Source: an optimization exercise on an open RTL-to-GDS flow (aim: small area and a short achievable clock period). Production flows keep margins and buffers that such runs may drop. At most, simulation tests tie the RTL to the original design; equivalence was not proved. For runs 5 and 6, only the layout was checked, not whether the RTL still works. No activity file was given, so power comes from the tool's default toggle rates.

File: flow/design.v
`timescale 1ns/100ps
module rob_top
(
   input  logic       clock,
   input  logic       reset,
   input  logic       dispatch_valid_a,
   input  logic       dispatch_valid_b,
   input  logic [4:0] opcode_a,
   input  logic [4:0] opcode_b,
   input  logic [5:0] told_a,
   input  logic [5:0] told_b,
   output logic       dispatch_ready,
   output logic [4:0] rob_idx_a,
   output logic [4:0] rob_idx_b,
   input  logic       cdb_valid_a,
   input  logic       cdb_valid_b,
   input  logic       cdb_valid_c,
   input  logic       cdb_valid_d,
   input  logic [4:0] cdb_idx_a,
   input  logic [4:0] cdb_idx_b,
   input  logic [4:0] cdb_idx_c,
   input  logic [4:0] cdb_idx_d,
   output logic       retire_en_a,
   output logic       retire_en_b,
   output logic [5:0] retire_told_a,
   output logic [5:0] retire_told_b,
   output logic [1:0] retire_count,
   output logic       rob_full,
   output logic       rob_almost_full,
   output logic       rob_empty,
   output logic [4:0] rob_head,
   output logic [4:0] rob_tail,
   output logic [5:0] rob_count
);
   logic [4:0] head;
   logic [4:0] nh;          
   logic [4:0] nh1;         
   logic [4:0] tail;
   logic [4:0] tail_p1;     
   logic [5:0] count;
   logic       ready;
   logic       full;
   logic       almost_full;
   logic       empty;
   logic [1:0] rc;
   logic       en_a, en_b;
   logic [5:0] rt_a, rt_b;
   logic [15:0] cpl_e, cpl_o;
   logic [15:0] st_e,  st_o;
   logic [5:0]  told_e [16];
   logic [5:0]  told_o [16];
   logic       alloc_a, alloc_b;
   logic [1:0] accept;
   assign alloc_a = dispatch_valid_a & ready;
   assign alloc_b = dispatch_valid_b & ready;
   assign accept  = {alloc_a & alloc_b, alloc_a ^ alloc_b};
   logic       wen_e, wen_o;
   logic       wst_e, wst_o;
   logic [5:0] wtold_e, wtold_o;
   assign wen_e   = tail[0] ? alloc_b : alloc_a;
   assign wen_o   = tail[0] ? alloc_a : alloc_b;
   assign wst_e   = tail[0] ? (opcode_b == 5'd0) : (opcode_a == 5'd0);
   assign wst_o   = tail[0] ? (opcode_a == 5'd0) : (opcode_b == 5'd0);
   assign wtold_e = tail[0] ? told_b : told_a;
   assign wtold_o = tail[0] ? told_a : told_b;
   logic [3:0] lo [4];
   logic [7:0] hi [4];
   logic [3:0] cv;
   logic [4:0] ci [4];
   logic [31:0] set;
   assign cv = {cdb_valid_d, cdb_valid_c, cdb_valid_b, cdb_valid_a};
   assign ci[0] = cdb_idx_a;
   assign ci[1] = cdb_idx_b;
   assign ci[2] = cdb_idx_c;
   assign ci[3] = cdb_idx_d;
   always_comb
   begin
      for (int p = 0; p < 4; p++)
      begin
         for (int k = 0; k < 4; k++)
            lo[p][k] = cv[p] & (ci[p][1:0] == 2'(k));
         for (int m = 0; m < 8; m++)
            hi[p][m] = (ci[p][4:2] == 3'(m));
      end
      for (int i = 0; i < 32; i++)
         set[i] = (lo[0][i%4] & hi[0][i/4]) | (lo[1][i%4] & hi[1][i/4]) |
                  (lo[2][i%4] & hi[2][i/4]) | (lo[3][i%4] & hi[3][i/4]);
   end
   always_ff @(posedge clock)
   begin
      for (int j = 0; j < 16; j++)
      begin
         if (wen_e && tail_p1[4:1] == 4'(j))
         begin
            cpl_e[j]  <= 1'b0;
            st_e[j]   <= wst_e;
            told_e[j] <= wtold_e;
         end
         else if (set[2*j])
            cpl_e[j]  <= 1'b1;
         if (wen_o && tail[4:1] == 4'(j))
         begin
            cpl_o[j]  <= 1'b0;
            st_o[j]   <= wst_o;
            told_o[j] <= wtold_o;
         end
         else if (set[2*j+1])
            cpl_o[j]  <= 1'b1;
      end
   end
   logic [3:0] ridx_e, ridx_o;
   logic       rc_e, rc_o, rs_e, rs_o;
   logic [5:0] rt_e, rt_o;
   logic       cpl_h, cpl_n, st_h, st_n;
   logic       hit_h, hit_n;
   logic [5:0] left;        
   logic       l1, l2, ch, cn;
   logic       ret1, ret2;
   assign ridx_o = nh[4:1];
   assign ridx_e = nh1[4:1];
   logic [15:0] sel_e, sel_o;
   always_comb
   begin
      rc_e = 1'b0; rc_o = 1'b0; rs_e = 1'b0; rs_o = 1'b0; rt_e = '0; rt_o = '0;
      for (int j = 0; j < 16; j++)
      begin
         sel_e[j] = (ridx_e == 4'(j));
         sel_o[j] = (ridx_o == 4'(j));
         rc_e = rc_e | (sel_e[j] & cpl_e[j]);
         rc_o = rc_o | (sel_o[j] & cpl_o[j]);
         rs_e = rs_e | (sel_e[j] & st_e[j]);
         rs_o = rs_o | (sel_o[j] & st_o[j]);
         rt_e = rt_e | ({6{sel_e[j]}} & told_e[j]);
         rt_o = rt_o | ({6{sel_o[j]}} & told_o[j]);
      end
   end
   assign cpl_h = nh[0] ? rc_o : rc_e;
   assign cpl_n = nh[0] ? rc_e : rc_o;
   assign st_h  = nh[0] ? rs_o : rs_e;
   assign st_n  = nh[0] ? rs_e : rs_o;
   assign hit_h = (cdb_valid_a & (cdb_idx_a == nh)) | (cdb_valid_b & (cdb_idx_b == nh)) |
                  (cdb_valid_c & (cdb_idx_c == nh)) | (cdb_valid_d & (cdb_idx_d == nh));
   assign hit_n = (cdb_valid_a & (cdb_idx_a == nh1)) | (cdb_valid_b & (cdb_idx_b == nh1)) |
                  (cdb_valid_c & (cdb_idx_c == nh1)) | (cdb_valid_d & (cdb_idx_d == nh1));
   assign left = count - 6'(rc);
   assign l1   = (left != 6'd0);
   assign l2   = (left[5:1] != 5'd0);
   assign ch   = cpl_h | hit_h;
   assign cn   = cpl_n | hit_n;
   assign ret1 = l1 & ch;
   assign ret2 = ret1 & l2 & cn;
   logic [4:0] nh2, nh3;
   logic [4:0] x1, x2, y1, y2;
   logic [4:0] nh_next, nh1_next;
   assign nh2 = nh1 + 5'd1;
   assign nh3 = nh1 + 5'd2;
   assign x1  = l1 ? nh1 : nh;
   assign x2  = l2 ? nh2 : x1;
   assign y1  = l1 ? nh2 : nh1;
   assign y2  = l2 ? nh3 : y1;
   assign nh_next  = ch ? (cn ? x2 : x1) : nh;
   assign nh1_next = ch ? (cn ? y2 : y1) : nh1;
   logic [5:0] ncount;
   assign ncount = left + 6'(accept);
   always_ff @(posedge clock)
   begin
      if (reset)
      begin
         head        <= '0;
         nh          <= '0;
         nh1         <= 5'd1;
         tail        <= '0;
         tail_p1     <= 5'd1;
         count       <= '0;
         ready       <= 1'b1;
         full        <= 1'b0;
         almost_full <= 1'b0;
         empty       <= 1'b1;
         rc          <= '0;
         en_a        <= 1'b0;
         en_b        <= 1'b0;
      end
      else
      begin
         head        <= nh;
         nh          <= nh_next;
         nh1         <= nh1_next;
         tail        <= tail + 5'(accept);
         tail_p1     <= tail_p1 + 5'(accept);
         count       <= ncount;
         ready       <= ~(ncount[5] | (&ncount[4:0]));
         full        <= ncount[5];
         almost_full <= ncount[5] | (&ncount[4:1]);
         empty       <= (ncount == 6'd0);
         rc          <= {ret2, ret1 & ~ret2};
         en_a        <= ret1 & ~st_h;
         en_b        <= ret2 & ~st_n;
      end
   end
   always_ff @(posedge clock)
   begin
      rt_a <= nh[0] ? rt_o : rt_e;
      rt_b <= nh[0] ? rt_e : rt_o;
   end
   assign dispatch_ready  = ready;
   assign rob_idx_a       = tail;
   assign rob_idx_b       = tail_p1;
   assign retire_count    = rc;
   assign retire_en_a     = en_a;
   assign retire_en_b     = en_b;
   assign retire_told_a   = rt_a;
   assign retire_told_b   = rt_b;
   assign rob_full        = full;
   assign rob_almost_full = almost_full;
   assign rob_empty       = empty;
   assign rob_head        = head;
   assign rob_tail        = tail;
   assign rob_count       = count;
endmodule
File: flow/flow/run.sh
#!/bin/bash
# Standard ORFS layout, with plain buffers on the ports instead of the delay
# buffers buffer_ports picks by default, and sizing free to change a cell's
# footprint.
set -euo pipefail
cd "$(dirname "$0")/.."
export BUFFER_PORTS_ARGS="-buffer_cell sky130_fd_sc_hd__buf_2"
bash standard.sh MATCH_CELL_FOOTPRINT=0 finish > orfs_make.log 2>&1
File: flow/standard.sh
#!/bin/bash
# synth_recipe.tcl (not shown) runs the flow's synth.tcl, then flattens the netlist and writes it again
# the make line also repeats each setting of config.mk as NAME=value (left out here)
make -C /OpenROAD-flow-scripts/flow DESIGN_CONFIG=/design/flow/config.mk WORK_HOME=/design/flow/orfs CLKGATE_MAP_FILE= SYNTH_SCRIPT=/design/flow/synth_recipe.tcl "${@:-finish}"
File: flow/config.mk
export PLATFORM = sky130hd
export DESIGN_NAME = rob_top
export DESIGN_NICKNAME = rob_top
export VERILOG_FILES = /design/flow/design.v
export SDC_FILE = /design/flow/constraint.sdc
export NUM_CORES = 4
export LEC_CHECK = 0
export CAP_MARGIN = 20
export CORE_MARGIN = 2
export CORE_UTILIZATION = 60
export CTS_CLUSTER_DIAMETER = 80
export CTS_CLUSTER_SIZE = 24
export GPL_TIMING_DRIVEN = 0
export SETUP_SLACK_MARGIN = 3.25
export SLEW_MARGIN = 20
export TNS_END_PERCENT = 0
File: flow/constraint.sdc
create_clock -name core_clock -period 5.5 [get_ports {clock}]
set_input_delay 1.1000 -clock core_clock [delete_from_list [all_inputs] [get_ports {clock}]]
set_output_delay 1.1000 -clock core_clock [all_outputs]
set_load 0.01 [all_outputs]
==> results of run 1 <==
layout by cell type, fill, tap and decap left out, types with 35 or more instances in the layout:
| cell | netlist | final |
|---|---|---|
| buf_2 | 7 | 83 |
| buf_4 | 6 | 39 |
| dfxtp_1 | 82 | 77 |
| edfxtp_1 | 224 | 224 |
| nand2_1 | 57 | 56 |
| nand3_1 | 37 | 35 |
| nor2_1 | 131 | 123 |
| nor3_1 | 46 | 35 |
| o22ai_1 | 49 | 49 |
| xor2_1 | 37 | 36 |
sequential cells by signal (all words and copies together), names as in the netlist, 6 cells and up:
name,count
count,6
told_e,96
st_e,16
rt_a,6
told_o,96
st_o,16
cpl_o,16
cpl_e,16
rt_b,6
kinds of logic (layout without fill, tap and decap cells):
group | count (synthesis) | count (layout) | synth area share (%)
buffers and inverters | 114 | 241 | 3.38
XOR/XNOR | 52 | 52 | 3.28
AND/OR/NAND/NOR | 374 | 374 | 13.3
AO/OA/AOI/OAI | 246 | 246 | 12.9
flip-flops | 306 | 306 | 60.2
adder cells (fa/ha/maj) | 18 | 18 | 1.84
multiplexers | 55 | 55 | 5.17
area by class of cell:
type	instances	area, um^2
inverter	29	113
buffer	85	559
clock buffer	26	438
tap	285	357
fill	1680	6910
multi-input combinational	745	5350
sequential	306	8380
timing repair buffer	99	552
clock inverter	2	46.3
synthesized netlist by cell type (all sizes together), types with 12 or more instances:
cell    instances
ha             14
inv            29
a21oi          28
xnor2          15
nand3          37
mux2           31
nand3b         17
clkbuf         58
mux2i          14
nor3           46
buf            27
o22ai          49
nor2          132
nor2b          13
nand2          57
xor2           37
a22o           13
a31oi          12
nor4           15
dfxtp          82
a221oi         17
o21ai          35
a222oi         18
edfxtp        224
a22oi          21
path summary, 6_finish.rpt:
path | start | to | slack, ns | cells after the start
worst max-delay path | nh1[1] | rt_a[4] | 2.79 | 9
worst max register to register | nh1[1] | rt_a[4] | 2.79 | 9
worst min-delay path | cpl_o[9] | cpl_o[9] | 0.48 | 2
worst min register to register | cpl_o[9] | cpl_o[9] | 0.48 | 2
through the flow:
stage | setup slack [ns] | hold slack [ns]
finish | 2.79 | 0.481
global route | 2.71 | 0.519
CTS | 2.88 | 0.479
detailed placement | 1.84 | 0.468
global placement | 1.84 | 0.452
floorplan | 2.76 | 0.425
layer usage:
metal | vias up | part of all wire (%) | GRT usage, %
met5 | - | 0 | 0
met4 | 0 | 3.7 | 11.7
met1 | 5129 | 40 | 48.5
met3 | 81 | 11 | 6.84
met2 | 653 | 45 | 54.1
li1 | 4673 | - | -
where the power goes:
part | switching [mW] | leakage [nW] | internal, mW
combinational | 1.69 | 2.60 | 1.01
sequential | 0.148 | 2.71 | 2.87
clock | 0.726 | 0.230 | 0.606
total | 2.56 | 5.53 | 4.48
worst max-delay path, cell delays in order, from the launching register on:
cell,delay [ns]
dfxtp_4,0.40
buf_12,0.11
clkinvlp_4,0.13
ha_4,0.22
clkbuf_4,0.22
a22o_1,0.28
a221oi_1,0.31
mux4_2,0.33
a21boi_1,0.42
mux2i_1,0.15
what timing repair did:
item | 4_1_cts | 5_1_grt
pin swaps | 19 | 12
setup endpoints to repair | 228 | 254
buffers inserted | 10 | 2
gates resized for setup | 130 | 24
hold endpoints to repair | 0 | 0
==> results.py, run 1 <==
metrics = {
    "outcome": {
        "status": "complete, no violations",
    },
    "clocking": {
        "htreeDepth": 1,
        "cts_tree": "built",
        "cts.sinks": 306,
        "insertion_delay_ns": 0.52,
        "path_clk_slew_ns": 0.09,
        "postCtsHoldBufs": 0,
        "cts_buffers": 16,
        "cts_buffer_depth": 3,
        "cts_root_buf": "clkbuf_16",
    },
    "finish": {
        "syn_to_final_growth_pct": 13.6,
        "stdcell_count": 1577,
        "finalInstanceArea_um2": 15800,
        "nets": 1350,
        "drive_gt1_share_pct": 23.2,
        "final_core_util_pct": 69.6,
        "antennaDiodeCount": 0,
    },
    "critical_path": {
        "crit_fanout": 10,
        "cp_data_arrival_time_ns": 3.08,
        "worst_setup_path_start_kind": "flip-flop",
        "crit_type": "flip-flop to flip-flop",
        "cp-end-kind": "flip-flop",
        "cp.required_ns": 5.87,
    },
    "yosys": {
        "synth_top_area_share_pct": 48.4,
        "ys_seq_area_share_pct": 60.2,
        "synth_edf_count": 224,
        "ys_async_sr_fraction_pct": 0,
        "netlist_instances": 1165,
        "netlist_area_um2": 13900,
        "syn-num-nets": 1233,
        "synth_cell_types": 77,
        "yosysTopAreaCell": "edfxtp_1",
        "yosysWarnings": 6,
        "avgSynthCellArea_um2": 11.9,
        "synth.area.top_cells": "edfxtp_1 (48%), dfxtp_1 (12%), nor2_1 (3.5%)",
        "synthFlopType": "edfxtp_1",
        "ys_seq_elements": 306,
    },
    "sta": {
        "max-slew-margin-rel_pct": 21.7,
        "fin_crit_ns": 2.71,
        "rsz0062_at_grt": "true",
        "fin_crit_sh_pct": 49.4,
        "fin_worst_skew_ns": 0.0309,
        "clock.fmax_mhz": 368,
        "tns_ns": 0,
        "drv_slew": 0,
        "setup_viol": 0,
        "hold_violations": 0,
        "max_slew.worst_pin.slew_ns": 1.17,
    },
    "die": {
        "std_cell_rows": 55,
        "die_y_um": 156,
        "die_area_um2": 24400,
        "initial_core_util_pct": 61.2,
        "io-pin-count": 96,
        "core_area_um2": 22700,
        "die_x_um": 156,
    },
    "power": {
        "p_per_area_nw_per_um2": 446,
        "vdd.ir_drop.worst_v": 0.000424,
        "p_total_mw": 7.05,
        "leakage_nw": 5.53,
    },
    "global_routing": {
        "grt_util_all_layers_pct": 34.4,
        "grt_start_max_net_pins": 26,
        "grt_pass1_wl_mm": 61.4,
        "grt_overflow": 0,
        "antenna_found_initial": 1,
        "grt_pass1_vias": 9969,
    },
    "place": {
        "placed_area_um2": 14900,
        "dp_hpwl_mm": 29.9,
        "io_buffers": 78,
        "dp.cells": 1536,
        "place_congestion": 0.937,
    },
    "routing": {
        "first_pass_iters": 6,
        "ant_nets": 0,
        "vias": 10500,
        "drc": 0,
        "drt_iter0_drc": 1456,
        "post_drt_wl_per_cell_um": 26.6,
        "viasPerCell": 6.68,
        "wl_mm": 41.9,
    },
    "job": {
        "cap_violations": 0,
    },
    "hold_path": {
        "hold_path.class": "flip-flop to flip-flop",
    },
}
==> inputs of run 2 (changes only) <==
--- a/flow/flow/run.sh
+++ b/flow/flow/run.sh
@@ -4,5 +4,5 @@
 # footprint.
 set -euo pipefail
 cd "$(dirname "$0")/.."
-export BUFFER_PORTS_ARGS="-buffer_cell sky130_fd_sc_hd__buf_2"
+export BUFFER_PORTS_ARGS="-buffer_cell sky130_fd_sc_hd__buf_1"
 bash standard.sh MATCH_CELL_FOOTPRINT=0 finish > orfs_make.log 2>&1
--- a/flow/config.mk
+++ b/flow/config.mk
@@ -10,7 +10,6 @@
 export CORE_UTILIZATION = 60
 export CTS_CLUSTER_DIAMETER = 80
 export CTS_CLUSTER_SIZE = 24
-export GPL_TIMING_DRIVEN = 0
-export SETUP_SLACK_MARGIN = 3.25
+export SETUP_SLACK_MARGIN = 3.0
 export SLEW_MARGIN = 20
 export TNS_END_PERCENT = 0
==> run 2 against run 1 <==
Clock skew rose by 0.0063 ns. Critical path depth rose by 1. Critical path type unchanged. Flip-flop and latch count did not move.
==> results.py, run 2 <==
metrics = {
    "place": {
        "place_congestion": 1.02,
        "dp_hpwl_mm": 26.8,
        "dp.cells": 1483,
        "io_buffers": 95,
        "placed_area_um2": 14500,
    },
    "critical_path": {
        "cpPeakStageDelay_ns": 0.41,
        "cp_data_arrival_time_ns": 3.18,
        "path_cells": "buf_12 -> buf_4 -> and4b_1 -> a311oi_2 -> o2111ai_2 -> or3_4 -> a211oi_4 -> o21ai_2 -> a211oi_2 -> mux2_1",
        "crit_slowest_cell": "or3_4",
        "critPathBufInv": 2,
        "cp-end-kind": "flip-flop",
        "crit_type": "flip-flop to flip-flop",
        "crit_family": "compound AO/OA/AOI/OAI gates",
        "cp.required_ns": 5.91,
        "crit_fanout": 5,
        "worst_setup_path_start_kind": "flip-flop",
    },
    "die": {
        "die_y_um": 156,
        "die_area_um2": 24400,
        "std_cell_rows": 55,
        "io-pin-count": 96,
        "die_x_um": 156,
        "initial_core_util_pct": 61.2,
        "core_area_um2": 22700,
    },
    "yosys": {
        "netlist_area_um2": 13900,
        "ys_seq_elements": 306,
        "yosysWarnings": 6,
        "synth_common_cells": "edfxtp_1 (224), nor2_1 (131), dfxtp_1 (82), clkbuf_1 (57), nand2_1 (57)",
        "yosysTopAreaCell": "edfxtp_1",
        "synth.area.top_cells": "edfxtp_1 (48%), dfxtp_1 (12%), nor2_1 (3.5%)",
        "ys_seq_area_share_pct": 60.2,
        "ys_async_sr_fraction_pct": 0,
        "synth_top_area_share_pct": 48.4,
        "synth_edf_count": 224,
        "synthFlopType": "edfxtp_1",
        "synth_cell_types": 77,
        "avgSynthCellArea_um2": 11.9,
        "syn-num-nets": 1233,
        "synth_most_common_cell": "edfxtp_1",
        "netlist_instances": 1165,
    },
    "power": {
        "sw_frac_of_total_pct": 36.4,
        "pwr-share-comb_pct": 36.6,
        "pwr-share-clk_pct": 19.3,
        "p_int_mw": 4.42,
        "p_per_area_nw_per_um2": 444,
        "vdd.ir_drop.worst_v": 0.000482,
        "p_seq_share_pct": 44.2,
        "leakage_nw": 5.21,
        "p_total_mw": 6.94,
        "netSwitchingPower_mw": 2.53,
    },
    "sta": {
        "max_slew.worst_pin.slew_ns": 1.17,
        "drv_slew": 0,
        "rsz0062_at_grt": "true",
        "fin_worst_skew_ns": 0.0372,
        "max-slew-margin-rel_pct": 21.8,
        "fin_crit_sh_pct": 50.3,
        "clock.fmax_mhz": 361,
        "hold_violations": 0,
        "tns_ns": 0,
        "setup_viol": 0,
        "fin_crit_ns": 2.77,
    },
    "finish": {
        "final_common_cell": "edfxtp_1",
        "nets": 1321,
        "syn_to_final_growth_pct": 12.5,
        "finalInstanceArea_um2": 15600,
        "antennaDiodeCount": 0,
        "stdcell_count": 1549,
        "largest_registers": "told_e (96), told_o (96)",
        "layout_common_cells": "edfxtp_1 (224), nor2_1 (120), buf_1 (84), dfxtp_1 (71), nand2_1 (56)",
        "drive_gt1_share_pct": 16.9,
        "nFillCells": 1655,
    },
    "routing": {
        "ant_nets": 0,
        "drt_iter0_drc": 1188,
        "viasPerCell": 6.69,
        "post_drt_wl_per_cell_um": 25.9,
        "vias": 10400,
        "first_pass_iters": 5,
        "drc": 0,
        "wl_mm": 40.1,
    },
    "global_routing": {
        "grt_util_all_layers_pct": 32.7,
        "grt-busiest-layer": "met2",
        "grt_util_met2_pct": 52.3,
        "use_met3_pct": 3.93,
        "gr-usage-met1_pct": 48.3,
        "grt_pass1_vias": 9619,
        "grt_pass1_wl_mm": 58.9,
        "grt_overflow": 0,
        "antenna_found_initial": 0,
        "grt_start_max_net_pins": 34,
    },
    "job": {
        "cap_violations": 0,
    },
    "clocking": {
        "htreeDepth": 1,
        "cts_buffer_depth": 3,
        "postCtsHoldBufs": 0,
        "cts_buffers": 17,
        "insertion_delay_ns": 0.53,
        "path_clk_slew_ns": 0.10,
        "cts_root_buf": "clkbuf_16",
        "cts_tree": "built",
        "cts.sinks": 306,
    },
    "outcome": {
        "status": "complete, no violations",
    },
    "hold_path": {
        "hold_path.class": "flip-flop to flip-flop",
    },
}
run 2: cell counts after synthesis:
Identical to the previous run, type by type.
run 2: worst register-to-register path, stage by stage, from the launching register on:
cell and delay (ns):
dfxtp_4 0.38, buf_12 0.13, buf_4 0.13, and4b_1 0.19
a311oi_2 0.33, o2111ai_2 0.18, or3_4 0.41, a211oi_4 0.28
o21ai_2 0.09, a211oi_2 0.20, mux2_1 0.35
run 2: final cells by class:
class                   instances  area [um^2]  share of cell area (%)
clock buffers                  25          455                    2.91
well taps                     285          357                    2.28
flip-flops and latches        306         8400                    53.7
multi-input cells             745         5310                    33.9
inverters                      29          113                   0.720
repair buffers                154          958                    6.13
clock inverters                 5         43.8                   0.280
run 2: repair_timing:
action | 4_1_cts | 5_1_grt
pin swaps | 3 | 13
setup endpoints to repair | 158 | 186
gates resized for setup | 41 | 50
cloned | 2 | 1
endpoints found under the hold margin | 0 | 0
buffers inserted | 16 | 16
run 2: metrics by stage:
stage               setup slack [ns]  hold slack (ns)  utilization, %
finish                          2.73            0.461            68.9
CTS                             2.73            0.460            67.4
global placement                2.08            0.437            63.7
detailed placement              2.07            0.446            63.7
floorplan                       2.76            0.425               -
global route                    2.69            0.483            68.9
run 2: power by group through the flow:
| stage | registers (mW) | clock network, mW | logic, mW |
|---|---|---|---|
| 2_1_floorplan | 3.07 | 0 | 1.52 |
| 3_3_place_gp | 3.12 | 0 | 2.14 |
| 3_5_place_dp | 3.13 | 0 | 2.17 |
| 4_1_cts | 3.06 | 1.35 | 2.35 |
| 5_1_grt | 3.10 | 1.43 | 2.73 |
| 6_report | 3.07 | 1.34 | 2.54 |
run 2: logic make-up after synthesis:
family,Yosys count,synth area share [%]
flip-flops,306,60.2
XOR/XNOR,52,3.28
buffers and inverters,114,3.38
AND/OR/NAND/NOR,374,13.3
adder cells (fa/ha/maj),18,1.84
AO/OA/AOI/OAI,246,12.9
multiplexers,55,5.17
run 2: path summary, 6_finish.rpt:
path	from	slack (ns)	endpoint	cells after the start
setup / recovery	nh[2]	2.73	nh1[4]	10
setup reg to reg	nh[2]	2.73	nh1[4]	10
hold reg to reg	cpl_o[9]	0.46	cpl_o[9]	2
hold / removal	cpl_o[9]	0.46	cpl_o[9]	2
run 2: metal layers:
| layer | vias to the layer above | wire, um |
|---|---|---|
| met1 | 5109 | 16900 |
| met2 | 557 | 18600 |
| met3 | 64 | 3630 |
| li1 | 4631 | - |
| met5 | - | 0 |
| met4 | 0 | 964 |
==> inputs of run 3 (changes only) <==
--- a/flow/flow/run.sh
+++ b/flow/flow/run.sh
@@ -4,5 +4,5 @@
 # footprint.
 set -euo pipefail
 cd "$(dirname "$0")/.."
-export BUFFER_PORTS_ARGS="-buffer_cell sky130_fd_sc_hd__buf_1"
+export BUFFER_PORTS_ARGS="-buffer_cell sky130_fd_sc_hd__buf_2"
 bash standard.sh MATCH_CELL_FOOTPRINT=0 finish > orfs_make.log 2>&1
--- a/flow/config.mk
+++ b/flow/config.mk
@@ -8,8 +8,8 @@
 export CAP_MARGIN = 20
 export CORE_MARGIN = 2
 export CORE_UTILIZATION = 60
-export CTS_CLUSTER_DIAMETER = 80
-export CTS_CLUSTER_SIZE = 24
-export SETUP_SLACK_MARGIN = 3.0
+export CTS_CLUSTER_DIAMETER = 60
+export CTS_CLUSTER_SIZE = 18
+export SETUP_SLACK_MARGIN = 3.25
 export SLEW_MARGIN = 20
 export TNS_END_PERCENT = 0
==> run 3 against run 2 <==
Total power up 9.0%. Register-to-register slack better by 0.13 ns. Clock power increased by about 40%. Cell area increased by 2.3%. Cell count increased by 0.39%. Largest cell class unchanged. Area after synthesis did not move. Routed wire length up 6.8%.
==> results.py, run 3 <==
metrics = {
    "hold_path": {
        "hold_path.class": "flip-flop to flip-flop",
        "min_path_cells": 2,
        "min_from": "cpl_e[9]",
        "whs_endpoint": "cpl_e[9]",
    },
    "yosys": {
        "ys_async_sr_fraction_pct": 0,
        "synthFlopType": "edfxtp_1",
        "synth.area.top_cells": "edfxtp_1 (48%), dfxtp_1 (12%), nor2_1 (3.5%)",
        "ys_seq_elements": 306,
        "syn-num-nets": 1233,
        "netlist_area_um2": 13900,
        "ys_seq_area_share_pct": 60.2,
        "synth_common_cells": "edfxtp_1 (224), nor2_1 (131), dfxtp_1 (82), clkbuf_1 (57), nand2_1 (57)",
        "synth_edf_count": 224,
        "yosysTopAreaCell": "edfxtp_1",
        "synth_most_common_cell": "edfxtp_1",
        "avgSynthCellArea_um2": 11.9,
        "netlist_instances": 1165,
        "yosysWarnings": 6,
        "synth_top_area_share_pct": 48.4,
        "synth_cell_types": 77,
    },
    "finish": {
        "syn_to_final_growth_pct": 15.1,
        "nFillCells": 1644,
        "antennaDiodeCount": 0,
        "nets": 1319,
        "drive_gt1_share_pct": 23.9,
        "final_core_util_pct": 70.5,
        "final_common_cell": "edfxtp_1",
        "layout_common_cells": "edfxtp_1 (224), nor2_1 (128), buf_2 (95), dfxtp_1 (70), nand2_1 (55)",
        "largest_registers": "told_e (96), told_o (96)",
    },
    "routing": {
        "vias": 10600,
        "wl_mm": 42.8,
        "ant_nets": 0,
        "drt_iter0_drc": 1413,
        "drc": 0,
        "post_drt_wl_per_cell_um": 27.5,
        "first_pass_iters": 8,
        "viasPerCell": 6.79,
    },
    "global_routing": {
        "grt_util_all_layers_pct": 35.3,
        "grt_start_max_net_pins": 34,
        "grt_pass1_vias": 10200,
        "antenna_found_initial": 0,
        "grt_overflow": 0,
        "grt_pass1_wl_mm": 63.7,
    },
    "clocking": {
        "postCtsHoldBufs": 0,
        "insertion_delay_ns": 0.56,
        "cts_buffers": 25,
        "cts.sinks": 306,
        "cts_buffer_depth": 3,
        "path_clk_slew_ns": 0.07,
        "cts_root_buf": "clkbuf_16",
        "cts_tree": "built",
        "htreeDepth": 1,
    },
    "die": {
        "die_x_um": 156,
        "initial_core_util_pct": 61.2,
        "die_y_um": 156,
        "io-pin-count": 96,
        "std_cell_rows": 55,
        "core_area_um2": 22700,
        "die_area_um2": 24400,
    },
    "power": {
        "vdd.ir_drop.worst_v": 0.000472,
        "leakage_nw": 5.58,
        "p_per_area_nw_per_um2": 473,
    },
    "critical_path": {
        "crit_fanout": 3,
        "worst_setup_path_start_kind": "flip-flop",
        "crit_slowest_cell": "fa_1",
        "crit_type": "flip-flop to flip-flop",
        "cpPeakStageDelay_ns": 0.53,
        "crit_top_cell": "a21oi_2",
        "rrSetupSlack_ns": 2.86,
        "cp.required_ns": 5.93,
        "cp_data_arrival_time_ns": 3.07,
        "path_cells": "inv_1 -> fa_1 -> ha_1 -> a21oi_2 -> or2_4 -> nor4_1 -> a31oi_2 -> xnor2_1 -> and2_4 -> a21oi_2",
        "rr_startpoint": "rc[1]",
        "crit_family": "adder cells",
        "reg2reg_depth": 10,
        "cp-startpoint": "rc[1]",
        "critPathBufInv": 1,
        "rr_endpoint": "ready",
        "cp-end-kind": "flip-flop",
    },
    "sta": {
        "fin_crit_ns": 2.64,
        "drv_slew": 0,
        "max-slew-margin-rel_pct": 23.2,
        "fin_crit_sh_pct": 48.0,
        "hold_violations": 0,
        "clock.fmax_mhz": 379,
        "tns_ns": 0,
        "fin_worst_skew_ns": 0.0184,
        "rsz0062_at_grt": "true",
        "setup_viol": 0,
        "max_slew.worst_pin.slew_ns": 1.15,
    },
    "place": {
        "place_congestion": 0.954,
        "io_buffers": 95,
        "dp_hpwl_mm": 28.2,
    },
    "job": {
        "cap_violations": 0,
    },
    "outcome": {
        "status": "complete, no violations",
    },
}
-- run 3: cell counts after synthesis --
Identical to the previous run, type by type.
-- run 3: cells by family (layout without fill, tap and decap cells) --
family	count (synthesis)	count (layout)	share of synthesized area, %
buffers and inverters	114	219	3.38
multiplexers	55	55	5.17
AO/OA/AOI/OAI	246	246	12.9
adder cells (fa/ha/maj)	18	18	1.84
AND/OR/NAND/NOR	374	374	13.3
XOR/XNOR	52	52	3.28
flip-flops	306	306	60.2
-- run 3: area by class of cell --
type,instances,area (um^2),share of cell area [%]
flip-flops and latches,306,8400,52.5
inverters,29,115,0.719
clock inverters,11,119,0.743
repair buffers,144,988,6.18
well taps,285,357,2.23
clock buffers,35,747,4.67
multi-input cells,745,5280,33.0
-- run 3: metal layers --
metal / vias up / wire length [um] / global-route usage, %
met4: 0 / 1370 / 11.0
met2: 704 / 19600 / 55.5
met5: - / 0 / 0
li1: 4628 / - / -
met1: 5132 / 17000 / 50.2
met3: 101 / 4920 / 7.17
-- run 3: how the worst max path moves through the flow --
stage                     endpoint  slack, ns  cells after the start
after floorplan             nh1[4]       2.76                      9
after global placement      nh1[4]       2.28                      9
after detailed placement    nh1[4]       2.23                      9
after CTS                    empty       2.93                     12
after global routing         empty       2.69                     12
final                        ready       2.86                     10
-- run 3: where the power goes --
| part | total, mW | internal [mW] | switching (mW) |
|---|---|---|---|
| registers | 3.08 | 2.87 | 0.206 |
| clock network | 1.87 | 0.984 | 0.881 |
| logic | 2.63 | 1.01 | 1.62 |
| total | 7.57 | 4.86 | 2.71 |
-- run 3: worst reg2reg max path, cell delays in order (launching register included) --
cell and delay [ns]:
dfxtp_1 0.40, inv_1 0.11, fa_1 0.53, ha_1 0.32
a21oi_2 0.06, or2_4 0.27, nor4_1 0.30, a31oi_2 0.08
xnor2_1 0.22, and2_4 0.20, a21oi_2 0.04
-- run 3: what timing repair did --
item	CTS	global route
gates resized for setup	65	13
cloned	4	0
pin swaps	15	11
endpoints found under the setup margin	240	217
buffers inserted	22	0
-- run 3: per-stage QoR --
step / std cells / area, um^2 / hold WS [ns] / total power, mW / setup WS (ns)
floorplan: 1165 / 14000 / 0.425 / 4.59 / 2.76
global placement: 1481 / 14600 / 0.449 / 5.33 / 2.28
detailed placement: 1481 / 14600 / 0.461 / 5.36 / 2.23
CTS: 1553 / 15900 / 0.479 / 7.47 / 2.93
global route: 1555 / 16000 / 0.513 / 7.88 / 2.69
finish: 1555 / 16000 / 0.482 / 7.57 / 2.86
==> inputs of run 4 (changes only) <==
--- a/flow/config.mk
+++ b/flow/config.mk
@@ -8,8 +8,9 @@
 export CAP_MARGIN = 20
 export CORE_MARGIN = 2
 export CORE_UTILIZATION = 60
+export CTS_BUF_LIST = sky130_fd_sc_hd__clkbuf_8
 export CTS_CLUSTER_DIAMETER = 60
-export CTS_CLUSTER_SIZE = 18
+export CTS_CLUSTER_SIZE = 14
 export SETUP_SLACK_MARGIN = 3.25
 export SLEW_MARGIN = 20
 export TNS_END_PERCENT = 0
==> run 4 against run 3 <==
Clock skew grew 0.0057 ns. Sequential power hardly changed. Area after synthesis stayed put. Setup slack worse by 0.022 ns. Critical path type unchanged. Non-clock buffer count unchanged. Sequential share of layout area increased by 1.3 points.
==> results.py, run 4 <==
metrics = {
    "outcome": {
        "status": "complete, no violations",
    },
    "routing": {
        "drt_iter0_drc": 1508,
        "viasPerCell": 6.82,
        "dr.max_layer_used": "met4",
        "wl_mm": 42.5,
        "ant_nets": 0,
        "route.met2.wl_mm": 18.9,
        "post_drt_wl_per_cell_um": 27.3,
        "dr_wl_met3_mm": 4.77,
        "met1_length_mm": 17.2,
        "first_pass_iters": 8,
        "vias": 10600,
        "drc": 0,
    },
    "sta": {
        "clock.fmax_mhz": 376,
        "setup_viol": 0,
        "fin_crit_sh_pct": 48.4,
        "max-slew-margin-rel_pct": 20.1,
        "max_slew.worst_pin.slew_ns": 1.19,
        "rsz0062_at_grt": "true",
        "fin_crit_ns": 2.66,
        "drv_slew": 0,
        "hold_violations": 0,
        "fin_worst_skew_ns": 0.0241,
        "tns_ns": 0,
    },
    "finish": {
        "nFillCells": 1735,
        "layout_common_cells": "edfxtp_1 (224), nor2_1 (128), buf_2 (95), dfxtp_1 (70), nand2_1 (55)",
        "multi_input_area_um2": 5280,
        "regArea_um2": 8400,
        "finalInstanceArea_um2": 15600,
        "antennaDiodeCount": 0,
        "nets": 1321,
        "final_common_cell": "edfxtp_1",
        "drive_gt1_share_pct": 23.0,
        "syn_to_final_growth_pct": 12.2,
        "largest_registers": "told_e (96), told_o (96)",
    },
    "yosys": {
        "yosysWarnings": 6,
        "synth_most_common_cell": "edfxtp_1",
        "yosysTopAreaCell": "edfxtp_1",
        "ys_async_sr_fraction_pct": 0,
        "synthFlopType": "edfxtp_1",
        "synth.area.top_cells": "edfxtp_1 (48%), dfxtp_1 (12%), nor2_1 (3.5%)",
        "synth_common_cells": "edfxtp_1 (224), nor2_1 (131), dfxtp_1 (82), clkbuf_1 (57), nand2_1 (57)",
        "netlist_instances": 1165,
        "ys_seq_elements": 306,
        "synth_edf_count": 224,
        "syn-num-nets": 1233,
        "synth_top_area_share_pct": 48.4,
        "synth_cell_types": 77,
        "ys_seq_area_share_pct": 60.2,
        "netlist_area_um2": 13900,
        "avgSynthCellArea_um2": 11.9,
    },
    "critical_path": {
        "crit_type": "flip-flop to flip-flop",
        "crit_fanout": 10,
        "cpPeakStageDelay_ns": 0.40,
        "cp-end-kind": "flip-flop",
        "worst_setup_path_start_kind": "flip-flop",
        "cp.required_ns": 5.98,
        "crit_family": "compound AO/OA/AOI/OAI gates",
        "path_cells": "buf_12 -> mux2_2 -> a32oi_2 -> o2111ai_2 -> or3_4 -> a211oi_4 -> o21ai_2 -> a211oi_2 -> mux2_1",
        "crit_slowest_cell": "or3_4",
        "cp_data_arrival_time_ns": 3.14,
        "critPathBufInv": 1,
    },
    "clocking": {
        "htreeDepth": 1,
        "path_clk_slew_ns": 0.09,
        "cts_buffer_depth": 3,
        "cts_root_buf": "clkbuf_8",
        "cts_tree": "built",
        "insertion_delay_ns": 0.59,
        "cts_buffers": 27,
        "cts.sinks": 306,
    },
    "die": {
        "io-pin-count": 96,
        "die_x_um": 156,
        "initial_core_util_pct": 61.2,
        "die_y_um": 156,
        "std_cell_rows": 55,
        "die_area_um2": 24400,
        "core_area_um2": 22700,
    },
    "global_routing": {
        "grt_pass1_wl_mm": 62.9,
        "grt_overflow": 0,
        "antenna_found_initial": 0,
        "grt_start_max_net_pins": 34,
        "grt_util_all_layers_pct": 34.8,
        "grt_pass1_vias": 10100,
    },
    "place": {
        "placed_area_um2": 14600,
        "dp_hpwl_mm": 28.2,
        "place_congestion": 0.954,
        "io_buffers": 95,
    },
    "hold_path": {
        "hold_path.class": "flip-flop to flip-flop",
    },
    "job": {
        "cap_violations": 0,
    },
    "power": {
        "vdd.ir_drop.worst_v": 0.000421,
        "leakage_nw": 5.47,
        "p_per_area_nw_per_um2": 442,
    },
}
## run 4: repair_timing
| action | 4_1_cts | 5_1_grt |
|---|---|---|
| setup buffers | 24 | 0 |
| hold buffers | 0 | 0 |
| pin swaps | 14 | 7 |
| endpoints found under the setup margin | 239 | 215 |
| resized for setup | 64 | 11 |
| cloned | 2 | 1 |
## run 4: cells by family after synthesis
| logic type | Yosys count | share of synthesized area (%) |
|---|---|---|
| and+or+nand+nor | 374 | 13.3 |
| muxes | 55 | 5.17 |
| buffers and inverters | 114 | 3.38 |
| AOI/OAI and AO/OA | 246 | 12.9 |
| adders and majority gates | 18 | 1.84 |
| xor gates and xnor gates | 52 | 3.28 |
| DFF | 306 | 60.2 |
## run 4: worst min-delay path: stages, from the launching register on
cell and delay [ns]:
dfxtp_1 0.34, inv_1 0.06, a21oi_1 0.05
## run 4: layout make-up
cell class	count	share of cell area, %
sequential	306	53.8
multi-input combinational	745	33.9
timing repair buffer	144	6.20
clock buffer	27	2.38
tap	285	2.29
inverter	29	0.738
clock inverter	23	0.722
## run 4: path summary, 6_finish.rpt
check,start,endpoint,slack [ns],cells after the start
hold / removal,cpl_o[9],cpl_o[9],0.48,2
hold reg to reg,cpl_o[9],cpl_o[9],0.48,2
setup reg to reg,nh[2],nh1[4],2.84,9
setup / recovery,nh[2],nh1[4],2.84,9
## run 4: routing by layer
layer  up-vias  track usage [%]
met5         -                0
met2       710             53.1
met3       107             6.04
li1       4621                -
met1      5191             50.7
met4         0             12.8
## run 4: stage by stage
step           instances  setup slack (ns)  total power [mW]  hold slack [ns]  utilization (%)
2_1_floorplan       1165              2.76              4.59            0.425                -
3_3_place_gp        1481              2.28              5.33            0.449             64.1
3_5_place_dp        1481              2.23              5.36            0.461             64.1
4_1_cts             1557              2.92              6.81            0.482             68.3
5_1_grt             1559              2.76              7.21            0.517             68.7
6_report            1559              2.84              6.90            0.480             68.7
## run 4: where the power goes
part | total [mW] | internal [mW] | switching (mW)
logic | 2.60 | 0.996 | 1.60
registers | 3.07 | 2.87 | 0.206
clock network | 1.23 | 0.470 | 0.761
==> inputs of run 5 (changes only) <==
--- a/flow/design.v
+++ b/flow/design.v
@@ -109,7 +109,7 @@
       end
    end
    logic [3:0] ridx_e, ridx_o;
-   logic       rc_e, rc_o, rs_e, rs_o;
+   logic       rs_e, rs_o;
    logic [5:0] rt_e, rt_o;
    logic       cpl_h, cpl_n, st_h, st_n;
    logic       hit_h, hit_n;
@@ -121,21 +121,29 @@
    logic [15:0] sel_e, sel_o;
    always_comb
    begin
-      rc_e = 1'b0; rc_o = 1'b0; rs_e = 1'b0; rs_o = 1'b0; rt_e = '0; rt_o = '0;
+      rs_e = 1'b0; rs_o = 1'b0; rt_e = '0; rt_o = '0;
       for (int j = 0; j < 16; j++)
       begin
          sel_e[j] = (ridx_e == 4'(j));
          sel_o[j] = (ridx_o == 4'(j));
-         rc_e = rc_e | (sel_e[j] & cpl_e[j]);
-         rc_o = rc_o | (sel_o[j] & cpl_o[j]);
          rs_e = rs_e | (sel_e[j] & st_e[j]);
          rs_o = rs_o | (sel_o[j] & st_o[j]);
          rt_e = rt_e | ({6{sel_e[j]}} & told_e[j]);
          rt_o = rt_o | ({6{sel_o[j]}} & told_o[j]);
       end
    end
-   assign cpl_h = nh[0] ? rc_o : rc_e;
-   assign cpl_n = nh[0] ? rc_e : rc_o;
+   logic [31:0] cpl_all;
+   always_comb
+   begin
+      cpl_h = 1'b0;
+      cpl_n = 1'b0;
+      for (int i = 0; i < 32; i++)
+      begin
+         cpl_all[i] = (i % 2 == 0) ? cpl_e[i/2] : cpl_o[i/2];
+         cpl_h = cpl_h | ((nh  == 5'(i)) & cpl_all[i]);
+         cpl_n = cpl_n | ((nh1 == 5'(i)) & cpl_all[i]);
+      end
+   end
    assign st_h  = nh[0] ? rs_o : rs_e;
    assign st_n  = nh[0] ? rs_e : rs_o;
    assign hit_h = (cdb_valid_a & (cdb_idx_a == nh)) | (cdb_valid_b & (cdb_idx_b == nh)) |
==> flow/config.mk (replaced) <==
export PLATFORM = sky130hd
export DESIGN_NAME = rob_top
export DESIGN_NICKNAME = rob_top
export VERILOG_FILES = /design/flow/design.v
export SDC_FILE = /design/flow/constraint.sdc
export NUM_CORES = 4
export LEC_CHECK = 0
export CAP_MARGIN = 20
export CORE_MARGIN = 2
export CORE_UTILIZATION = 60
export CTS_CLUSTER_DIAMETER = 80
export CTS_CLUSTER_SIZE = 24
export SETUP_SLACK_MARGIN = 3.0
export SLEW_MARGIN = 20
export TNS_END_PERCENT = 10
==> run 5 against run 4 <==
Fmax is 0.31% higher. Clock power is 9% higher. Routed wire length is 2.6% higher. Critical path depth stayed put. Die area is 4.0% higher. Area after synthesis is 4.1% higher. Setup slack better by 0.0081 ns. Global-route usage is 1.0 points lower. Synthesized cell count is 5.0% higher.
==> results.py, run 5 <==
metrics = {
    "outcome": {
        "status": "complete, no violations",
    },
    "place": {
        "placed_area_um2": 15100,
        "io_buffers": 95,
        "dp.cells": 1564,
        "place_ws_ns": 2.14,
        "dp_hpwl_mm": 28.9,
        "place_congestion": 0.966,
    },
    "die": {
        "core_area_um2": 23500,
        "std_cell_rows": 56,
        "die_area_um2": 25400,
        "initial_core_util_pct": 61.5,
        "die_x_um": 159,
        "die_y_um": 159,
        "io-pin-count": 96,
    },
    "sta": {
        "hold_violations": 0,
        "fin_worst_skew_ns": 0.0212,
        "clock.fmax_mhz": 377,
        "tns_ns": 0,
        "rsz0062_at_grt": "true",
        "fin_ws_ns": 2.85,
        "max_slew.worst_pin.slew_ns": 1.17,
        "max-slew-margin-rel_pct": 21.4,
        "setup_viol": 0,
        "fin_crit_ns": 2.65,
        "drv_slew": 0,
        "timing.hold.ws_ns": 0.532,
        "fin_crit_sh_pct": 48.2,
    },
    "critical_path": {
        "path_cells": "buf_2 -> and2_4 -> ha_4 -> ha_4 -> inv_2 -> fa_2 -> or4_4 -> nor2b_1 -> nor2_1",
        "worst_setup_path_start_kind": "input pin",
        "rr_startpoint": "tail[0]",
        "cp.required_ns": 5.90,
        "crit_type": "input pin to flip-flop",
        "cp_data_arrival_time_ns": 3.06,
        "crit_fanout": 3,
        "cp-startpoint": "dispatch_valid_a",
        "cp-end-kind": "flip-flop",
        "cpPeakStageDelay_ns": 0.56,
        "crit_slowest_cell": "or4_4",
        "crit_top_cell": "ha_4",
    },
    "yosys": {
        "synth_cell_types": 83,
        "ys_async_sr_fraction_pct": 0,
        "synth_most_common_cell": "edfxtp_1",
        "synth.area.top_cells": "edfxtp_1 (46%), dfxtp_1 (11%), nor2_1 (3.0%)",
        "yosysWarnings": 6,
        "ys_seq_elements": 306,
        "synth_common_cells": "edfxtp_1 (224), nor2_1 (117), dfxtp_1 (82), nand2_1 (65), o22ai_1 (60)",
        "ys_seq_area_share_pct": 57.8,
        "netlist_area_um2": 14500,
        "synth_edf_count": 224,
        "synth_top_area_share_pct": 46.5,
        "yosysTopAreaCell": "edfxtp_1",
        "syn-num-nets": 1296,
        "netlist_instances": 1223,
        "synthFlopType": "edfxtp_1",
        "avgSynthCellArea_um2": 11.8,
    },
    "power": {
        "vdd.ir_drop.worst_v": 0.000422,
        "p_per_area_nw_per_um2": 482,
        "p_total_mw": 7.78,
        "leakage_nw": 5.50,
    },
    "clocking": {
        "cts.sinks": 306,
        "cts_tree": "built",
        "htreeDepth": 1,
        "cts_buffers": 17,
        "cts_root_buf": "clkbuf_16",
        "path_clk_slew_ns": 0.08,
        "postCtsHoldBufs": 0,
        "cts_buffer_depth": 3,
        "insertion_delay_ns": 0.52,
    },
    "finish": {
        "final_core_util_pct": 68.6,
        "stdcell_count": 1619,
        "nets": 1362,
        "final_common_cell": "edfxtp_1",
        "multi_input_area_um2": 5860,
        "finalInstanceArea_um2": 16100,
        "largest_registers": "told_e (96), told_o (96)",
        "drive_gt1_share_pct": 22.2,
        "antennaDiodeCount": 0,
        "regArea_um2": 8400,
        "nFillCells": 1795,
        "syn_to_final_growth_pct": 11.6,
        "layout_common_cells": "edfxtp_1 (224), nor2_1 (109), buf_2 (95), dfxtp_1 (71), nand2_1 (63)",
    },
    "routing": {
        "first_pass_iters": 6,
        "drc": 0,
        "wl_mm": 43.6,
        "dr.max_layer_used": "met4",
        "viasPerCell": 6.75,
        "route.met2.wl_mm": 20.2,
        "post_drt_wl_per_cell_um": 26.9,
        "ant_nets": 0,
        "met1_length_mm": 17.6,
        "vias": 10900,
        "dr_wl_met3_mm": 3.86,
        "drt_iter0_drc": 1459,
    },
    "global_routing": {
        "grt_pass1_vias": 10400,
        "antenna_found_initial": 0,
        "grt_start_max_net_pins": 40,
        "grt_overflow": 0,
        "grt_pass1_wl_mm": 64.9,
        "grt_util_all_layers_pct": 33.7,
    },
    "job": {
        "cap_violations": 0,
    },
    "hold_path": {
        "hold_path.class": "flip-flop to flip-flop",
        "min_from": "cpl_e[1]",
    },
}
run 5: area by class of cell:
cell class	count	share of cell area, %
Clock buffer	26	2.84
Tap cell	319	2.47
Clock inverter	4	0.294
Sequential cell	306	52.1
Multi-Input combinational cell	799	36.3
Inverter	25	0.628
Timing Repair Buffer	140	5.39
run 5: per-layer routing:
layer	global-route usage [%]	vias to the layer above
met5	0	-
met4	13.2	0
met3	4.04	111
met2	53.4	679
met1	48.3	5333
li1	-	4803
run 5: logic make-up after synthesis:
group	after synthesis	synth area share, %
and+or+nand+nor	385	13.6
DFF	306	57.8
AOI/OAI and AO/OA	266	13.3
buffers and inverters	118	3.75
muxes	73	6.17
xor gates and xnor gates	52	3.15
adders and majority gates	23	2.20
run 5: critical path: cells and delay by family:
family        cells  cell delay (ns)
buf+inv           2             0.14
simple gates      4             0.91
fa+ha+maj         3             0.90
run 5: path summary, 6_finish.rpt:
check / endpoint / slack, ns / depth (start not counted)
worst max-delay path: ready / 2.85 / 9
worst min-delay path: cpl_e[1] / 0.53 / 2
worst max register to register: told_o[10][3] / 2.86 / 3
worst min register to register: cpl_e[1] / 0.53 / 2
run 5: power breakdown:
group | internal, mW | total (mW) | switching [mW]
Clock | 0.602 | 1.34 | 0.742
Sequential | 2.86 | 3.16 | 0.304
Combinational | 1.33 | 3.27 | 1.94
run 5: repair_timing:
item,4_1_cts,5_1_grt
gates resized for setup,60,17
setup buffers,22,3
pin swaps,9,10
setup endpoints to repair,228,140
==> inputs of run 6 (changes only) <==
--- a/flow/design.v
+++ b/flow/design.v
@@ -109,10 +109,9 @@
       end
    end
    logic [3:0] ridx_e, ridx_o;
-   logic       rs_e, rs_o;
+   logic       rc_e, rc_o, rs_e, rs_o;
    logic [5:0] rt_e, rt_o;
-   logic       cpl_h, cpl_n, st_h, st_n;
-   logic       hit_h, hit_n;
+   logic       st_h, st_n;
    logic [5:0] left;        
    logic       l1, l2, ch, cn;
    logic       ret1, ret2;
@@ -121,40 +120,39 @@
    logic [15:0] sel_e, sel_o;
    always_comb
    begin
-      rs_e = 1'b0; rs_o = 1'b0; rt_e = '0; rt_o = '0;
+      rc_e = 1'b0; rc_o = 1'b0; rs_e = 1'b0; rs_o = 1'b0; rt_e = '0; rt_o = '0;
       for (int j = 0; j < 16; j++)
       begin
          sel_e[j] = (ridx_e == 4'(j));
          sel_o[j] = (ridx_o == 4'(j));
+         rc_e = rc_e | (sel_e[j] & cpl_e[j]);
+         rc_o = rc_o | (sel_o[j] & cpl_o[j]);
          rs_e = rs_e | (sel_e[j] & st_e[j]);
          rs_o = rs_o | (sel_o[j] & st_o[j]);
          rt_e = rt_e | ({6{sel_e[j]}} & told_e[j]);
          rt_o = rt_o | ({6{sel_o[j]}} & told_o[j]);
       end
    end
-   logic [31:0] cpl_all;
-   always_comb
-   begin
-      cpl_h = 1'b0;
-      cpl_n = 1'b0;
-      for (int i = 0; i < 32; i++)
-      begin
-         cpl_all[i] = (i % 2 == 0) ? cpl_e[i/2] : cpl_o[i/2];
-         cpl_h = cpl_h | ((nh  == 5'(i)) & cpl_all[i]);
-         cpl_n = cpl_n | ((nh1 == 5'(i)) & cpl_all[i]);
-      end
-   end
+   logic [3:0] cdb_e, cdb_o;
+   logic       hit_e, hit_o;
+   logic       ce, co;
+   assign cdb_o = {cdb_valid_d &  cdb_idx_d[0], cdb_valid_c &  cdb_idx_c[0],
+                   cdb_valid_b &  cdb_idx_b[0], cdb_valid_a &  cdb_idx_a[0]};
+   assign cdb_e = {cdb_valid_d & ~cdb_idx_d[0], cdb_valid_c & ~cdb_idx_c[0],
+                   cdb_valid_b & ~cdb_idx_b[0], cdb_valid_a & ~cdb_idx_a[0]};
+   assign hit_o = (cdb_o[0] & (cdb_idx_a[4:1] == ridx_o)) | (cdb_o[1] & (cdb_idx_b[4:1] == ridx_o)) |
+                  (cdb_o[2] & (cdb_idx_c[4:1] == ridx_o)) | (cdb_o[3] & (cdb_idx_d[4:1] == ridx_o));
+   assign hit_e = (cdb_e[0] & (cdb_idx_a[4:1] == ridx_e)) | (cdb_e[1] & (cdb_idx_b[4:1] == ridx_e)) |
+                  (cdb_e[2] & (cdb_idx_c[4:1] == ridx_e)) | (cdb_e[3] & (cdb_idx_d[4:1] == ridx_e));
+   assign co = rc_o | hit_o;
+   assign ce = rc_e | hit_e;
    assign st_h  = nh[0] ? rs_o : rs_e;
    assign st_n  = nh[0] ? rs_e : rs_o;
-   assign hit_h = (cdb_valid_a & (cdb_idx_a == nh)) | (cdb_valid_b & (cdb_idx_b == nh)) |
-                  (cdb_valid_c & (cdb_idx_c == nh)) | (cdb_valid_d & (cdb_idx_d == nh));
-   assign hit_n = (cdb_valid_a & (cdb_idx_a == nh1)) | (cdb_valid_b & (cdb_idx_b == nh1)) |
-                  (cdb_valid_c & (cdb_idx_c == nh1)) | (cdb_valid_d & (cdb_idx_d == nh1));
    assign left = count - 6'(rc);
    assign l1   = (left != 6'd0);
    assign l2   = (left[5:1] != 5'd0);
-   assign ch   = cpl_h | hit_h;
-   assign cn   = cpl_n | hit_n;
+   assign ch   = nh[0] ? co : ce;
+   assign cn   = nh[0] ? ce : co;
    assign ret1 = l1 & ch;
    assign ret2 = ret1 & l2 & cn;
    logic [4:0] nh2, nh3;
--- a/flow/config.mk
+++ b/flow/config.mk
@@ -10,6 +10,6 @@
 export CORE_UTILIZATION = 60
 export CTS_CLUSTER_DIAMETER = 80
 export CTS_CLUSTER_SIZE = 24
-export SETUP_SLACK_MARGIN = 3.0
+export SETUP_SLACK_MARGIN = 3.25
 export SLEW_MARGIN = 20
-export TNS_END_PERCENT = 10
+export TNS_END_PERCENT = 0
==> run 6 against run 5 <==
Clock skew up 0.0019 ns. Die area down 3.4%. Highest routed layer unchanged. Area after synthesis down 3.5%. Clock power about the same. Flip-flop and latch count unchanged. Total power down 4.7%. Non-clock buffer count up 10. Global-route usage down 0.082 points. Via count down 3.6%. Register-to-register slack worse by 0.05 ns. Critical endpoint unchanged. Combinational power down 8.6%.
==> results.py, run 6 <==
metrics = {
    "routing": {
        "ant_nets": 0,
        "viasPerCell": 6.76,
        "post_drt_wl_per_cell_um": 26.5,
        "drc": 0,
        "vias": 10500,
        "first_pass_iters": 8,
        "drt_iter0_drc": 1323,
        "wl_mm": 41.3,
    },
    "power": {
        "pwr-share-comb_pct": 40.4,
        "pwr-share-clk_pct": 18.3,
        "leakage_nw": 5.39,
        "p_int_mw": 4.69,
        "p_seq_share_pct": 41.4,
        "vdd.ir_drop.worst_v": 0.000440,
        "sw_frac_of_total_pct": 36.8,
        "netSwitchingPower_mw": 2.73,
        "p_per_area_nw_per_um2": 467,
    },
    "hold_path": {
        "whs_endpoint": "cpl_e[7]",
        "hold_path.class": "flip-flop to flip-flop",
        "min_path_cells": 2,
        "min_from": "cpl_e[7]",
    },
    "finish": {
        "syn_to_final_growth_pct": 13.8,
        "largest_registers": "told_e (96), told_o (96)",
        "antennaDiodeCount": 0,
        "stdcell_count": 1558,
        "finalInstanceArea_um2": 15900,
        "nFillCells": 1654,
        "final_core_util_pct": 70.0,
        "final_common_cell": "edfxtp_1",
        "nets": 1330,
        "drive_gt1_share_pct": 23.4,
        "layout_common_cells": "edfxtp_1 (224), nor2_1 (108), buf_2 (84), dfxtp_1 (71), o22ai_1 (63)",
    },
    "clocking": {
        "path_clk_slew_ns": 0.09,
        "cts_buffer_depth": 3,
        "insertion_delay_ns": 0.52,
        "cts_tree": "built",
        "cts.sinks": 306,
        "cts_root_buf": "clkbuf_16",
        "cts_buffers": 17,
        "htreeDepth": 1,
    },
    "yosys": {
        "synth_most_common_cell": "edfxtp_1",
        "ys_seq_area_share_pct": 59.9,
        "synth_edf_count": 224,
        "ys_async_sr_fraction_pct": 0,
        "ys_seq_elements": 306,
        "synth_cell_types": 73,
        "synth_common_cells": "edfxtp_1 (224), nor2_1 (117), dfxtp_1 (82), nand2_1 (64), o22ai_1 (64)",
        "yosysTopAreaCell": "edfxtp_1",
        "netlist_area_um2": 14000,
        "synth_top_area_share_pct": 48.2,
        "syn-num-nets": 1241,
        "synthFlopType": "edfxtp_1",
        "synth.area.top_cells": "edfxtp_1 (48%), dfxtp_1 (12%), nor2_1 (3.1%)",
        "netlist_instances": 1173,
        "avgSynthCellArea_um2": 11.9,
        "yosysWarnings": 6,
    },
    "outcome": {
        "status": "complete, no violations",
    },
    "critical_path": {
        "reg2reg_depth": 3,
        "cp.required_ns": 5.91,
        "rrSetupSlack_ns": 2.81,
        "cp-end-kind": "flip-flop",
        "cp_data_arrival_time_ns": 3.14,
        "crit_type": "input pin to flip-flop",
        "crit_fanout": 3,
        "rr_endpoint": "told_o[2][4]",
        "worst_setup_path_start_kind": "input pin",
        "rr_startpoint": "tail[0]",
    },
    "sta": {
        "clock.fmax_mhz": 366,
        "max-slew-margin-rel_pct": 24.1,
        "tns_ns": 0,
        "fin_crit_ns": 2.73,
        "max_slew.worst_pin.slew_ns": 1.13,
        "drv_slew": 0,
        "rsz0062_at_grt": "true",
        "fin_crit_sh_pct": 49.7,
        "hold_violations": 0,
        "fin_ws_ns": 2.77,
        "setup_viol": 0,
        "fin_worst_skew_ns": 0.0231,
    },
    "global_routing": {
        "grt_pass1_wl_mm": 61.1,
        "grt_overflow": 0,
        "antenna_found_initial": 0,
        "grt_util_all_layers_pct": 33.7,
        "grt_pass1_vias": 10100,
        "grt_start_max_net_pins": 44,
    },
    "die": {
        "initial_core_util_pct": 61.5,
        "die_area_um2": 24500,
        "core_area_um2": 22700,
        "std_cell_rows": 55,
        "io-pin-count": 96,
        "die_x_um": 157,
        "die_y_um": 157,
    },
    "place": {
        "dp_hpwl_mm": 26.4,
        "place_congestion": 0.942,
        "dp.cells": 1496,
        "place_ws_ns": 2.02,
        "io_buffers": 95,
        "placed_area_um2": 14600,
    },
    "job": {
        "cap_violations": 0,
    },
}
[run 6: what timing repair did]
action | CTS | global route
hold buffers | 0 | 0
gates cloned | 3 | 1
resized for setup | 103 | 24
pin swaps | 19 | 12
setup buffers | 20 | 8
endpoints found under the setup margin | 299 | 249
endpoints found under the hold margin | 0 | 0
[run 6: cell type report]
type | count | area (um^2) | area share (%)
sequential | 306 | 8400 | 52.9
timing repair buffer | 150 | 1130 | 7.14
inverter | 25 | 98.8 | 0.622
tap | 285 | 357 | 2.24
multi-input combinational | 762 | 5390 | 33.9
clock inverter | 4 | 45.0 | 0.284
clock buffer | 26 | 459 | 2.89
[run 6: logic make-up after synthesis]
group / count (synthesis) / share of synthesized area (%)
simple gates: 382 / 13.5
flops: 306 / 59.9
compound gates: 257 / 13.1
buf+inv: 105 / 3.34
mux: 66 / 5.81
xor+xnor: 39 / 2.45
fa+ha+maj: 18 / 1.83
[run 6: worst max-delay path by stage]
stage / startpoint / endpoint / slack [ns] / cells after the start
floorplan: cdb_idx_d[4] / nh1[3] / 2.28 / 10
global placement: dispatch_valid_a / ready / 2.10 / 10
detailed placement: nh1[2] / nh[0] / 2.02 / 9
CTS: cdb_idx_a[1] / nh1[3] / 2.76 / 9
global route: rc[1] / nh[0] / 2.70 / 10
finish: dispatch_valid_a / ready / 2.77 / 10
[run 6: per-layer routing]
| metal | GRT usage [%] | up-vias | wire length (um) |
|---|---|---|---|
| met2 | 52.3 | 633 | 18700 |
| met5 | 0 | - | 0 |
| met4 | 10.1 | 0 | 1310 |
| met1 | 49.3 | 5161 | 17000 |
| met3 | 5.40 | 94 | 4210 |
| li1 | - | 4649 | - |
[run 6: critical path: stages]
cell and delay, ns:
buf_2 0.09, and2_4 0.16, ha_4 0.28, ha_4 0.13
inv_1 0.05, fa_2 0.41, xnor2_2 0.16, or4b_4 0.50
nor3b_2 0.20, nor2_1 0.05
[run 6: power groups by stage]
stage | registers, mW | logic, mW | clock network [mW]
after CTS | 3.07 | 2.84 | 1.35
after global placement | 3.11 | 2.45 | 0
final | 3.07 | 2.99 | 1.35
after global routing | 3.10 | 3.21 | 1.44
after detailed placement | 3.12 | 2.48 | 0
after floorplan | 3.07 | 1.70 | 0
[run 6: stage by stage]
| step | power [mW] | hold WS [ns] |
|---|---|---|
| 4_1_cts | 7.26 | 0.486 |
| 5_1_grt | 7.74 | 0.516 |
| 2_1_floorplan | 4.77 | 0.439 |
| 3_5_place_dp | 5.60 | 0.468 |
| 3_3_place_gp | 5.56 | 0.462 |
| 6_report | 7.41 | 0.492 |

port drivers added, routing unchanged:
The results above use ideal ports. As a check the final layouts listed here were re-extracted and re-timed, cells and wires unchanged. Step 1 assumes that a clkbuf_16 drives the clock port and a buf_2 every other input. Step 2, shift: input delay + t, output delay - t, t = (earliest + latest rising clock arrival at the registers) / 2. This alone moves slack from input paths to output paths. Slacks: ideal ports / drivers / drivers and shift; pairs: ideal ports / drivers.
| run | t (ns) | setup slack, ns | worst setup path after step 2 |
|---|---|---|---|
| run 1 | 0.557 | 2.785 / 2.785 / 2.318 | input to register |
| run 2 | 0.558 | 2.731 / 2.731 / 2.342 | input to register |
| run 3 | 0.599 | 2.861 / 2.861 / 2.381 | input to register |
| run 4 | 0.625 | 2.838 / 2.838 / 2.316 | input to register |
| run 5 | 0.554 | 2.847 / 2.857 / 2.322 | input to register |
| run 6 | 0.553 | 2.768 / 2.798 / 2.245 | input to register |
After both steps every run listed still meets setup and hold. For run 5, which loses most, drivers alone change the setup slack by +0.010 ns; drivers and shift together by -0.525 ns.
